This design comes from an exercise in tuning for small area, a short achievable clock period and few clock cycles per item on the open sky130 flow, not from production work.
Function was checked by simulation only, so behaviour that the tests miss may differ from the original.
Power and IR drop assume default switching activity.

**flow/config.mk**
```make
export PLATFORM = sky130hd
export DESIGN_NAME = comp_unit
export DESIGN_NICKNAME = comp_unit
export VERILOG_FILES = /design/flow/design.v
export SDC_FILE = /design/flow/constraint.sdc
export NUM_CORES = 4
export LEC_CHECK = 0
export CAP_MARGIN = 20
export CORE_MARGIN = 2
export CORE_UTILIZATION = 40
export SLEW_MARGIN = 20
```
**flow/constraint.sdc**
```tcl
create_clock -name core_clock -period 5.5 [get_ports {clk}]
set_input_delay 1.1000 -clock core_clock [delete_from_list [all_inputs] [get_ports {clk}]]
set_output_delay 1.1000 -clock core_clock [all_outputs]
set_load 0.01 [all_outputs]
```
**flow/design.v**
```verilog
`default_nettype none
package comp_pkg;
   typedef logic [32-1:0]    ll_word_t;
   typedef logic [4-1:0] ll_rem_t;
   typedef logic [32-1:0]    byte_cnt_t;
   typedef logic [10-1:0] task_idx_t;
   typedef enum logic [2:0] {
      OP_NONE   = 3'b000,
      OP_COPY   = 3'b001,
      OP_DECOMP = 3'b010,
      OP_COMP   = 3'b100
   } comp_op_e;
   typedef enum logic [1:0] {
      HDR_IDLE,
      HDR_HEADER,
      HDR_PAYLOAD,
      HDR_WAIT_CPL
   } hdr_state_e;
   typedef enum logic [2:0] {
      CPL_IDLE,
      CPL_PAYLOAD,
      CPL_TRL0,
      CPL_TRL1,
      CPL_TRL2
   } cpl_state_e;
endpackage
`default_nettype wire
`timescale 1ns/100ps
`default_nettype none
module comp_hdr_decode (
   input  wire                     clk,
   input  wire                     rst_n,
   input  wire comp_pkg::ll_word_t tx_d_i,
   input  wire comp_pkg::ll_rem_t  tx_rem_i,
   input  wire                     tx_sof_n_i,
   input  wire                     tx_eof_n_i,
   input  wire                     tx_sop_n_i,
   input  wire                     tx_eop_n_i,
   input  wire                     tx_src_rdy_n_i,
   input  wire                     full_i,
   input  wire                     cpl_done_i,
   output logic                    tx_dst_rdy_n_o,
   output logic                    wr_en_o,
   output comp_pkg::ll_word_t      wr_data_o,
   output comp_pkg::ll_rem_t       wr_rem_o,
   output logic                    wr_last_o,
   output logic                    info_valid_o,
   output comp_pkg::comp_op_e      op_o,
   output logic                    status_o,
   output comp_pkg::byte_cnt_t     byte_cnt_o,
   output comp_pkg::task_idx_t     task_idx_o
);
   localparam int HCW = $clog2(7);
   localparam int VBW = $clog2(4 + 1);
   comp_pkg::hdr_state_e state_q;
   logic [HCW-1:0]       hdr_cnt_q;
   comp_pkg::comp_op_e   op_q;
   comp_pkg::byte_cnt_t  len_q;
   comp_pkg::task_idx_t  task_q;
   comp_pkg::byte_cnt_t  byte_cnt_q;
   logic                 status_q;
   logic                 info_valid_q;
   logic                 tx_xfer;
   logic                 pay_xfer;
   logic                 is_copy;
   logic                 hdr_last;
   comp_pkg::ll_rem_t    eff_rem;
   comp_pkg::ll_word_t   masked_d;
   logic [VBW-1:0]       valid_bytes;
   comp_pkg::byte_cnt_t  cnt_nxt;
   comp_pkg::byte_cnt_t  cnt_final;
   assign tx_dst_rdy_n_o = full_i || (state_q == comp_pkg::HDR_WAIT_CPL);
   assign tx_xfer  = !tx_src_rdy_n_i && !tx_dst_rdy_n_o;
   assign pay_xfer = tx_xfer && (state_q == comp_pkg::HDR_PAYLOAD);
   assign is_copy  = (op_q == comp_pkg::OP_COPY);
   assign hdr_last = (hdr_cnt_q == HCW'(7 - 1));
   assign eff_rem = tx_eop_n_i ? '0 : tx_rem_i;
   always_comb begin
      masked_d    = tx_d_i;
      valid_bytes = VBW'(4);
      for (int b = 0; b < 4; b++) begin
         if (eff_rem[b]) begin
            masked_d[8*b +: 8] = 8'h00;
            valid_bytes        = valid_bytes - 1'b1;
         end
      end
   end
   assign cnt_nxt   = (tx_sop_n_i ? byte_cnt_q : '0) + comp_pkg::byte_cnt_t'(valid_bytes);
   assign cnt_final = (pay_xfer && is_copy) ? cnt_nxt : byte_cnt_q;
   assign wr_en_o   = pay_xfer && is_copy;
   assign wr_data_o = masked_d;
   assign wr_rem_o  = eff_rem;
   assign wr_last_o = !tx_eop_n_i;
   always_ff @(posedge clk) begin
      if (!rst_n) begin
         state_q      <= comp_pkg::HDR_IDLE;
         hdr_cnt_q    <= '0;
         op_q         <= comp_pkg::OP_NONE;
         byte_cnt_q   <= '0;
         status_q     <= 1'b0;
         info_valid_q <= 1'b0;
      end else begin
         info_valid_q <= 1'b0;
         case (state_q)
            comp_pkg::HDR_IDLE: begin
               if (tx_xfer && !tx_sof_n_i) begin
                  hdr_cnt_q  <= HCW'(1);
                  byte_cnt_q <= '0;
                  state_q    <= comp_pkg::HDR_HEADER;
               end
            end
            comp_pkg::HDR_HEADER: begin
               if (tx_xfer) begin
                  hdr_cnt_q <= hdr_cnt_q + 1'b1;
                  if (hdr_cnt_q == HCW'(3)) begin
                     op_q <= comp_pkg::comp_op_e'(tx_d_i[32-1 -: 3]);
                  end
                  if (hdr_last) begin
                     state_q <= tx_eof_n_i ? comp_pkg::HDR_PAYLOAD : comp_pkg::HDR_WAIT_CPL;
                  end
               end
            end
            comp_pkg::HDR_PAYLOAD: begin
               byte_cnt_q <= cnt_final;
               if (tx_xfer && !tx_eof_n_i) begin
                  state_q <= comp_pkg::HDR_WAIT_CPL;
               end
            end
            default: begin
               if (cpl_done_i) begin
                  state_q <= comp_pkg::HDR_IDLE;
               end
            end
         endcase
         if (tx_xfer && !tx_eof_n_i &&
             ((state_q == comp_pkg::HDR_PAYLOAD) ||
              (state_q == comp_pkg::HDR_HEADER && hdr_last))) begin
            info_valid_q <= 1'b1;
            status_q     <= is_copy && (cnt_final == len_q);
         end
      end
   end
   always_ff @(posedge clk) begin
      if (tx_xfer && state_q == comp_pkg::HDR_HEADER) begin
         if (hdr_cnt_q == HCW'(4)) begin
            len_q <= tx_d_i;
         end
         if (hdr_cnt_q == HCW'(5)) begin
            task_q <= tx_d_i[10-1:0];
         end
      end
   end
   assign info_valid_o = info_valid_q;
   assign op_o         = op_q;
   assign status_o     = status_q;
   assign byte_cnt_o   = byte_cnt_q;
   assign task_idx_o   = task_q;
endmodule
`default_nettype wire
`timescale 1ns/100ps
`default_nettype none
module comp_payload_fifo (
   input  wire                     clk,
   input  wire                     rst_n,
   input  wire                     wr_en_i,
   input  wire comp_pkg::ll_word_t wr_data_i,
   input  wire comp_pkg::ll_rem_t  wr_rem_i,
   input  wire                     wr_last_i,
   input  wire                     rd_en_i,
   output logic                    full_o,
   output logic                    empty_o,
   output comp_pkg::ll_word_t      rd_data_o,
   output comp_pkg::ll_rem_t       rd_rem_o,
   output logic                    rd_last_o
);
   localparam int DEPTH = 16;
   localparam int AW    = $clog2(DEPTH);
   localparam int CW    = $clog2(DEPTH + 1);
   comp_pkg::ll_word_t data_mem [DEPTH];
   comp_pkg::ll_rem_t  rem_mem  [DEPTH];
   logic               last_mem [DEPTH];
   logic [AW-1:0] wr_ptr_q;
   logic [AW-1:0] rd_ptr_q;
   logic [CW-1:0] count_q;
   logic          do_wr;
   logic          do_rd;
   assign do_wr = wr_en_i && !full_o;
   assign do_rd = rd_en_i && !empty_o;
   assign full_o  = (count_q == CW'(DEPTH));
   assign empty_o = (count_q == '0);
   always_ff @(posedge clk) begin
      if (do_wr) begin
         data_mem[wr_ptr_q] <= wr_data_i;
         rem_mem[wr_ptr_q]  <= wr_rem_i;
         last_mem[wr_ptr_q] <= wr_last_i;
      end
   end
   always_ff @(posedge clk) begin
      if (!rst_n) begin
         wr_ptr_q <= '0;
         rd_ptr_q <= '0;
         count_q  <= '0;
      end else begin
         if (do_wr) begin
            wr_ptr_q <= (wr_ptr_q == AW'(DEPTH - 1)) ? '0 : wr_ptr_q + 1'b1;
         end
         if (do_rd) begin
            rd_ptr_q <= (rd_ptr_q == AW'(DEPTH - 1)) ? '0 : rd_ptr_q + 1'b1;
         end
         case ({do_wr, do_rd})
            2'b10:   count_q <= count_q + 1'b1;
            2'b01:   count_q <= count_q - 1'b1;
            default: count_q <= count_q;
         endcase
      end
   end
   assign rd_data_o = data_mem[rd_ptr_q];
   assign rd_rem_o  = rem_mem[rd_ptr_q];
   assign rd_last_o = last_mem[rd_ptr_q];
endmodule
`default_nettype wire
`timescale 1ns/100ps
`default_nettype none
module comp_cpl_builder (
   input  wire                      clk,
   input  wire                      rst_n,
   input  wire                      rx_dst_rdy_n_i,
   input  wire                      empty_i,
   input  wire comp_pkg::ll_word_t  rd_data_i,
   input  wire comp_pkg::ll_rem_t   rd_rem_i,
   input  wire                      rd_last_i,
   input  wire                      info_valid_i,
   input  wire comp_pkg::comp_op_e  op_i,
   input  wire                      status_i,
   input  wire comp_pkg::byte_cnt_t byte_cnt_i,
   input  wire comp_pkg::task_idx_t task_idx_i,
   output logic                     rd_en_o,
   output comp_pkg::ll_word_t       rx_d_o,
   output comp_pkg::ll_rem_t        rx_rem_o,
   output logic                     rx_sof_n_o,
   output logic                     rx_eof_n_o,
   output logic                     rx_sop_n_o,
   output logic                     rx_eop_n_o,
   output logic                     rx_src_rdy_n_o,
   output logic                     cpl_done_o
);
   comp_pkg::cpl_state_e state_q;
   logic                 info_pend_q;
   logic                 sop_pend_q;
   comp_pkg::comp_op_e   op_q;
   logic                 status_q;
   comp_pkg::byte_cnt_t  cnt_q;
   comp_pkg::task_idx_t  task_q;
   logic                 rx_xfer;
   logic                 load;
   logic                 in_stream;
   logic                 take_payload;
   logic                 take_trl0;
   comp_pkg::ll_word_t   trl0_word;
   assign rx_xfer   = !rx_src_rdy_n_o && !rx_dst_rdy_n_i;
   assign load      = rx_src_rdy_n_o || !rx_dst_rdy_n_i;
   assign in_stream = (state_q == comp_pkg::CPL_IDLE) || (state_q == comp_pkg::CPL_PAYLOAD);
   assign take_payload = load && in_stream && !empty_i;
   assign take_trl0    = load && in_stream && empty_i && info_pend_q;
   assign rd_en_o    = take_payload;
   assign cpl_done_o = rx_xfer && (state_q == comp_pkg::CPL_TRL2);
   always_comb begin
      trl0_word = '0;
      trl0_word[32-1 -: 3] = op_q;
      trl0_word[28] = status_q;
   end
   always_ff @(posedge clk) begin
      if (info_valid_i) begin
         op_q     <= op_i;
         status_q <= status_i;
         cnt_q    <= byte_cnt_i;
         task_q   <= task_idx_i;
      end
   end
   always_ff @(posedge clk) begin
      if (!rst_n) begin
         state_q        <= comp_pkg::CPL_IDLE;
         info_pend_q    <= 1'b0;
         sop_pend_q     <= 1'b1;
         rx_src_rdy_n_o <= 1'b1;
         rx_sof_n_o     <= 1'b1;
         rx_eof_n_o     <= 1'b1;
         rx_sop_n_o     <= 1'b1;
         rx_eop_n_o     <= 1'b1;
      end else begin
         if (info_valid_i) begin
            info_pend_q <= 1'b1;
         end
         if (load) begin
            case (state_q)
               comp_pkg::CPL_TRL0: begin
                  rx_sof_n_o <= 1'b1;
                  state_q    <= comp_pkg::CPL_TRL1;
               end
               comp_pkg::CPL_TRL1: begin
                  rx_eof_n_o <= 1'b0;
                  state_q    <= comp_pkg::CPL_TRL2;
               end
               comp_pkg::CPL_TRL2: begin
                  rx_src_rdy_n_o <= 1'b1;
                  rx_eof_n_o     <= 1'b1;
                  state_q        <= comp_pkg::CPL_IDLE;
               end
               default: begin
                  if (take_payload) begin
                     rx_src_rdy_n_o <= 1'b0;
                     rx_sof_n_o     <= (state_q != comp_pkg::CPL_IDLE);
                     rx_sop_n_o     <= !sop_pend_q;
                     rx_eop_n_o     <= !rd_last_i;
                     sop_pend_q     <= rd_last_i;
                     state_q        <= comp_pkg::CPL_PAYLOAD;
                  end else if (take_trl0) begin
                     rx_src_rdy_n_o <= 1'b0;
                     rx_sof_n_o     <= (state_q != comp_pkg::CPL_IDLE);
                     rx_sop_n_o     <= 1'b1;
                     rx_eop_n_o     <= 1'b1;
                     info_pend_q    <= 1'b0;
                     state_q        <= comp_pkg::CPL_TRL0;
                  end else begin
                     rx_src_rdy_n_o <= 1'b1;
                  end
               end
            endcase
         end
      end
   end
   always_ff @(posedge clk) begin
      if (take_payload) begin
         rx_d_o   <= rd_data_i;
         rx_rem_o <= rd_rem_i;
      end else if (take_trl0) begin
         rx_d_o   <= trl0_word;
         rx_rem_o <= '0;
      end else if (load && state_q == comp_pkg::CPL_TRL0) begin
         rx_d_o <= cnt_q;
      end else if (load && state_q == comp_pkg::CPL_TRL1) begin
         rx_d_o <= {{(32 - 10){1'b0}}, task_q};
      end
   end
endmodule
`default_nettype wire
`timescale 1ns/100ps
`default_nettype none
module comp_unit (
   input  wire                   clk,
   input  wire                   rst_n,
   input  wire comp_pkg::ll_word_t tx_d_i,
   input  wire comp_pkg::ll_rem_t  tx_rem_i,
   input  wire                   tx_sof_n_i,
   input  wire                   tx_eof_n_i,
   input  wire                   tx_sop_n_i,
   input  wire                   tx_eop_n_i,
   input  wire                   tx_src_rdy_n_i,
   output logic                  tx_dst_rdy_n_o,
   output comp_pkg::ll_word_t    rx_d_o,
   output comp_pkg::ll_rem_t     rx_rem_o,
   output logic                  rx_sof_n_o,
   output logic                  rx_eof_n_o,
   output logic                  rx_sop_n_o,
   output logic                  rx_eop_n_o,
   output logic                  rx_src_rdy_n_o,
   input  wire                   rx_dst_rdy_n_i
);
   logic                 wr_en;
   comp_pkg::ll_word_t   wr_data;
   comp_pkg::ll_rem_t    wr_rem;
   logic                 wr_last;
   logic                 full;
   logic                 rd_en;
   comp_pkg::ll_word_t   rd_data;
   comp_pkg::ll_rem_t    rd_rem;
   logic                 rd_last;
   logic                 empty;
   logic                 info_valid;
   comp_pkg::comp_op_e   op;
   logic                 status;
   comp_pkg::byte_cnt_t  byte_cnt;
   comp_pkg::task_idx_t  task_idx;
   logic                 cpl_done;
   comp_hdr_decode u_decode (
      .clk            (clk),
      .rst_n          (rst_n),
      .tx_d_i         (tx_d_i),
      .tx_rem_i       (tx_rem_i),
      .tx_sof_n_i     (tx_sof_n_i),
      .tx_eof_n_i     (tx_eof_n_i),
      .tx_sop_n_i     (tx_sop_n_i),
      .tx_eop_n_i     (tx_eop_n_i),
      .tx_src_rdy_n_i (tx_src_rdy_n_i),
      .full_i         (full),
      .cpl_done_i     (cpl_done),
      .tx_dst_rdy_n_o (tx_dst_rdy_n_o),
      .wr_en_o        (wr_en),
      .wr_data_o      (wr_data),
      .wr_rem_o       (wr_rem),
      .wr_last_o      (wr_last),
      .info_valid_o   (info_valid),
      .op_o           (op),
      .status_o       (status),
      .byte_cnt_o     (byte_cnt),
      .task_idx_o     (task_idx)
   );
   comp_payload_fifo u_fifo (
      .clk       (clk),
      .rst_n     (rst_n),
      .wr_en_i   (wr_en),
      .wr_data_i (wr_data),
      .wr_rem_i  (wr_rem),
      .wr_last_i (wr_last),
      .rd_en_i   (rd_en),
      .full_o    (full),
      .empty_o   (empty),
      .rd_data_o (rd_data),
      .rd_rem_o  (rd_rem),
      .rd_last_o (rd_last)
   );
   comp_cpl_builder u_builder (
      .clk            (clk),
      .rst_n          (rst_n),
      .rx_dst_rdy_n_i (rx_dst_rdy_n_i),
      .empty_i        (empty),
      .rd_data_i      (rd_data),
      .rd_rem_i       (rd_rem),
      .rd_last_i      (rd_last),
      .info_valid_i   (info_valid),
      .op_i           (op),
      .status_i       (status),
      .byte_cnt_i     (byte_cnt),
      .task_idx_i     (task_idx),
      .rd_en_o        (rd_en),
      .rx_d_o         (rx_d_o),
      .rx_rem_o       (rx_rem_o),
      .rx_sof_n_o     (rx_sof_n_o),
      .rx_eof_n_o     (rx_eof_n_o),
      .rx_sop_n_o     (rx_sop_n_o),
      .rx_eop_n_o     (rx_eop_n_o),
      .rx_src_rdy_n_o (rx_src_rdy_n_o),
      .cpl_done_o     (cpl_done)
   );
endmodule
`default_nettype wire
```
**flow/run.sh**
```bash
#!/bin/bash
# synth_recipe.tcl (not shown) runs the flow's synth.tcl, then flattens the netlist and writes it again
# the make line also repeats each setting of config.mk as NAME=value (left out here)
make -C /OpenROAD-flow-scripts/flow DESIGN_CONFIG=/design/flow/config.mk WORK_HOME=/design/flow/orfs CLKGATE_MAP_FILE= SYNTH_SCRIPT=/design/flow/synth_recipe.tcl finish
```
==> notes.md <==
Status -> complete, no violations
Wire length on met1 -> 36,100 microns
Total power draw -> 12.9 mW
Drt total wl -> 84,000 microns
IO Port Bufs -> 85
Layout area overhead -> 17.2%
Top Metal Used -> met5
Met2 wire length -> 41,500 microns
Worst EP required -> 6.03 ns
Die area -> 0.0814 sq mm
FF-to-FF Start -> u_decode.state_q[0]$_SDFFE_PN0P_
Dpl ws -> -0.218 ns
Vias per cell -> 5.70
Final Hold Fails -> 0
Drt pass-1 iters -> 5
IO Count -> 86
DRC errors left -> 0
Psw -> 2.91 mW
Placed cell count -> 2,902
Crit. End Element -> flip-flop
Worst reg-to-reg setup slack -> 1.74 ns
H-tree depth -> 3
Cell area after layout -> 0.0371 sq mm
Setup violators final -> 0
Leading area contributor after synthesis -> edfxtp_1
Final #Nets -> 2,006
Clock network power share -> 0.412
Clock tree from TritonCTS -> done
Cts hold-fix bufs -> 0
Worst Path Arrival -> 5.68 ns
Yosys reg bits -> 785
RSZ-0062 raised after global routing -> false
Setup crit end -> u_decode.status_q$_SDFFE_PN0P_
Area share of the leading cell type in the synthesized netlist -> 0.679
Final worst slack -> 0.349 ns
Gp weighted congestion -> 0.961
CTS buffer count -> 81
Post-synthesis average cell area -> 18.1 sq um
1st-iter DRT viols -> 2,025
Most used DFF post-synth -> edfxtp_1
Finished Layout Cells -> 3,048
Clock sinks -> 785
Net Sw Frac -> 0.225
Total gr overflow -> 0
First-pass GRT wire length -> 122,000 microns
Leak -> 11.2 nW
Final critical-path required period -> 5.15 ns
Max_cap viols -> 0
Setup Crit Path Kind -> primary input to flip-flop
Setup bufs post-CTS -> 0
Maximum buffer depth of the clock tree -> 3
Largest net degree at the start of global routing -> 57
Tcrit/Tclk final -> 0.937
Post-CTS Resized -> 0
Yosys warnings -> 3
DR WL met3 -> 4900 microns
Ranking of synthesized cells by area -> edfxtp_1 68%, mux4_2 13%, dfxtp_1 4.4%
Sequential element share of the synthesized area -> 0.723
Mapped cell area -> 0.0317 sq mm
Initial antenna violation count -> 2
Post-DP Area -> 0.0345 sq mm
RR Endpoint -> u_decode.status_q$_SDFFE_PN0P_
Critical path startpoint -> tx_eop_n_i
Vias in the first global route -> 17,500
Starting Density -> 0.402
Worst skew pair latency -> 0.63 ns
Clk pin slew, worst setup/hold paths -> 0.06 ns
HP Class -> flip-flop to flip-flop
Worst Clk Skew -> 0.0217 ns
Max IR drop VDD -> 0.195 mV
Logic pwr share -> 0.070
Critical Path Fanout Max -> 6
Post-synthesis cell count -> 1,749
R2r worst-path depth -> 11
Async set-or-reset flop fraction in the synthesized netlist -> 0
Max-slew violation count -> 0
Setup TNS -> 0 ns
Int Power -> 10.0 mW
Slew Limit Headroom -> 0.276
Hold WS -> 0.422 ns
Drt wl/cell -> 27.6 microns
Syn nets -> 1,820
Root buffer cell -> clkbuf_16
Layout cell share with drive strength beyond 1 -> 0.223
Synth cell types -> 68
Routed via count -> 17,400
Tightest Pin Transition -> 1.08 ns
Startpoint types -> primary input
Post-route ant nets -> 0
Hold_sp -> u_decode.task_q[4]$_DFFE_PP_
Die W -> 285 microns
Num rows -> 103
Pwr dens -> 349 mW/mm^2
Final Util -> 0.471
DPL Wire Length -> 51,300 microns
Die Ht -> 285 microns
Post-synth EDFFs -> 716
Core area -> 0.0787 sq mm
F_max -> 0.194 GHz
Gr usage total -> 0.206
Ant diodes -> 0
Flop pwr share -> 0.518
## power groups by stage
stage / sequential (mW) / clock, mW / combinational (mW)
floorplan: 6.86 / 0 / 0.420
global placement: 6.84 / 0 / 0.901
detailed placement: 6.84 / 0 / 0.915
CTS: 6.71 / 5.43 / 0.923
global route: 6.72 / 5.65 / 0.976
finish: 6.71 / 5.33 / 0.906
## critical path: stages
cell and delay [ns]:
clkdlybuf4s50_1 0.50, inv_1 0.08, nand2_1 0.14, inv_1 0.08
ha_1 0.19, mux2_2 0.30, ha_1 0.29, nor2b_1 0.11
nor2_1 0.08, fa_1 0.46, nor2b_1 0.23, buf_4 0.17
o2111ai_1 0.19, buf_4 0.23, o21ai_0 0.13, o41ai_1 0.10
a221oi_1 0.46, nand4_1 0.16, nor4_1 0.25, nand4_1 0.21
o31ai_2 0.21
## cell families (layout without fill, tap and decap cells)
logic type	count (synthesis)	after routing	share of synthesized area
AOI/OAI and AO/OA	208	208	0.0454
xor gates and xnor gates	48	48	0.0135
adders and majority gates	27	27	0.0111
buffers and inverters	138	387	0.0166
DFF	785	785	0.723
muxes	197	197	0.135
and+or+nand+nor	346	346	0.0557
## layout make-up
class	instances	area [sq um]
multi-input combinational	826	8410
sequential	785	22900
tap	1050	1310
inverter	49	184
clock buffer	108	2220
timing repair buffer	192	1730
clock inverter	38	354
fill	6551	41600
## how the worst min path moves through the flow
stage | cells past startpoint | slack, ns | end
finish | 0 | 0.42 | u_builder.task_q[4]$_DFFE_PP_
floorplan | 0 | 0.40 | u_builder.task_q[0]$_DFFE_PP_
global route | 0 | 0.42 | u_builder.task_q[3]$_DFFE_PP_
detailed placement | 0 | 0.41 | u_builder.task_q[7]$_DFFE_PP_
CTS | 0 | 0.42 | u_builder.task_q[3]$_DFFE_PP_
global placement | 0 | 0.40 | u_builder.task_q[0]$_DFFE_PP_
## sequential cells by signal, indices dropped and copies added (netlist names), 4 cells and up, named ones only
register / flops
u_fifo.count_q: 5
u_builder.rx_rem_o: 4
u_decode.len_q: 32
u_fifo.rd_ptr_q: 4
u_builder.cnt_q: 32
u_builder.rx_d_o: 32
u_fifo.last_mem: 16
u_decode.task_q: 10
u_decode.byte_cnt_q: 32
u_fifo.data_mem: 512
u_fifo.rem_mem: 64
u_builder.task_q: 10
u_fifo.wr_ptr_q: 4
## cells in the mapped netlist (25+ instances only)
| library cell | number |
|---|---|
| o21ai_0 | 47 |
| dfxtp_1 | 69 |
| inv_1 | 48 |
| mux4_2 | 184 |
| nand2_1 | 75 |
| nor2b_1 | 26 |
| nor3_1 | 26 |
| and2_1 | 41 |
| xnor2_1 | 28 |
| edfxtp_1 | 716 |
| a21oi_1 | 43 |
| clkbuf_1 | 67 |
| ha_1 | 25 |
| nor2_1 | 90 |
| nand3_1 | 27 |
## cells in the final DEF (no fill, tap or decap), drive strengths merged, types with 43 or more instances in the layout
| cell | Yosys | layout |
|---|---|---|
| inv | 48 | 52 |
| o21ai | 47 | 47 |
| dfxtp | 69 | 69 |
| nand2 | 76 | 76 |
| nor2 | 91 | 91 |
| clkbuf | 68 | 108 |
| edfxtp | 716 | 716 |
| mux4 | 184 | 184 |
| clkdlybuf4s50 | 0 | 85 |
| a21oi | 43 | 43 |
| buf | 21 | 107 |
## layer usage
metal / global-route usage / vias to the layer above
met5: 0 / -
met4: 0.0516 / 2
met3: 0.0243 / 103
met2: 0.341 / 640
met1: 0.293 / 9245
li1: - / 7396
Testbench counts, summed over its fixed seeds: cycles 12,869, frames 384.

==> afterwards: timing with drivers on the ports <==
The flow's constraints put no driver on any port. The routed layout listed below was extracted and timed again, unchanged, in two steps. Step 1, drivers: a clkbuf_16 drives clk and a buf_2 each remaining input, both assumed. Step 2 times the ports against the registers' clock, not the clock port: input delays grow and output delays shrink by t, the midpoint of the rising clock arrivals with the driver on. Three values: no drivers, after step 1, after step 2; two values: the first two.
t, ns: 0.676
setup WS [ns]: 0.349 / 0.383 / -0.293
hold slack, ns: 0.422 / 0.422 / 0.422
Met with ideal ports but missed after step 2: setup timing in this run. The setup slack of this run moves by +0.034 ns with the drivers and by -0.642 ns with both steps.
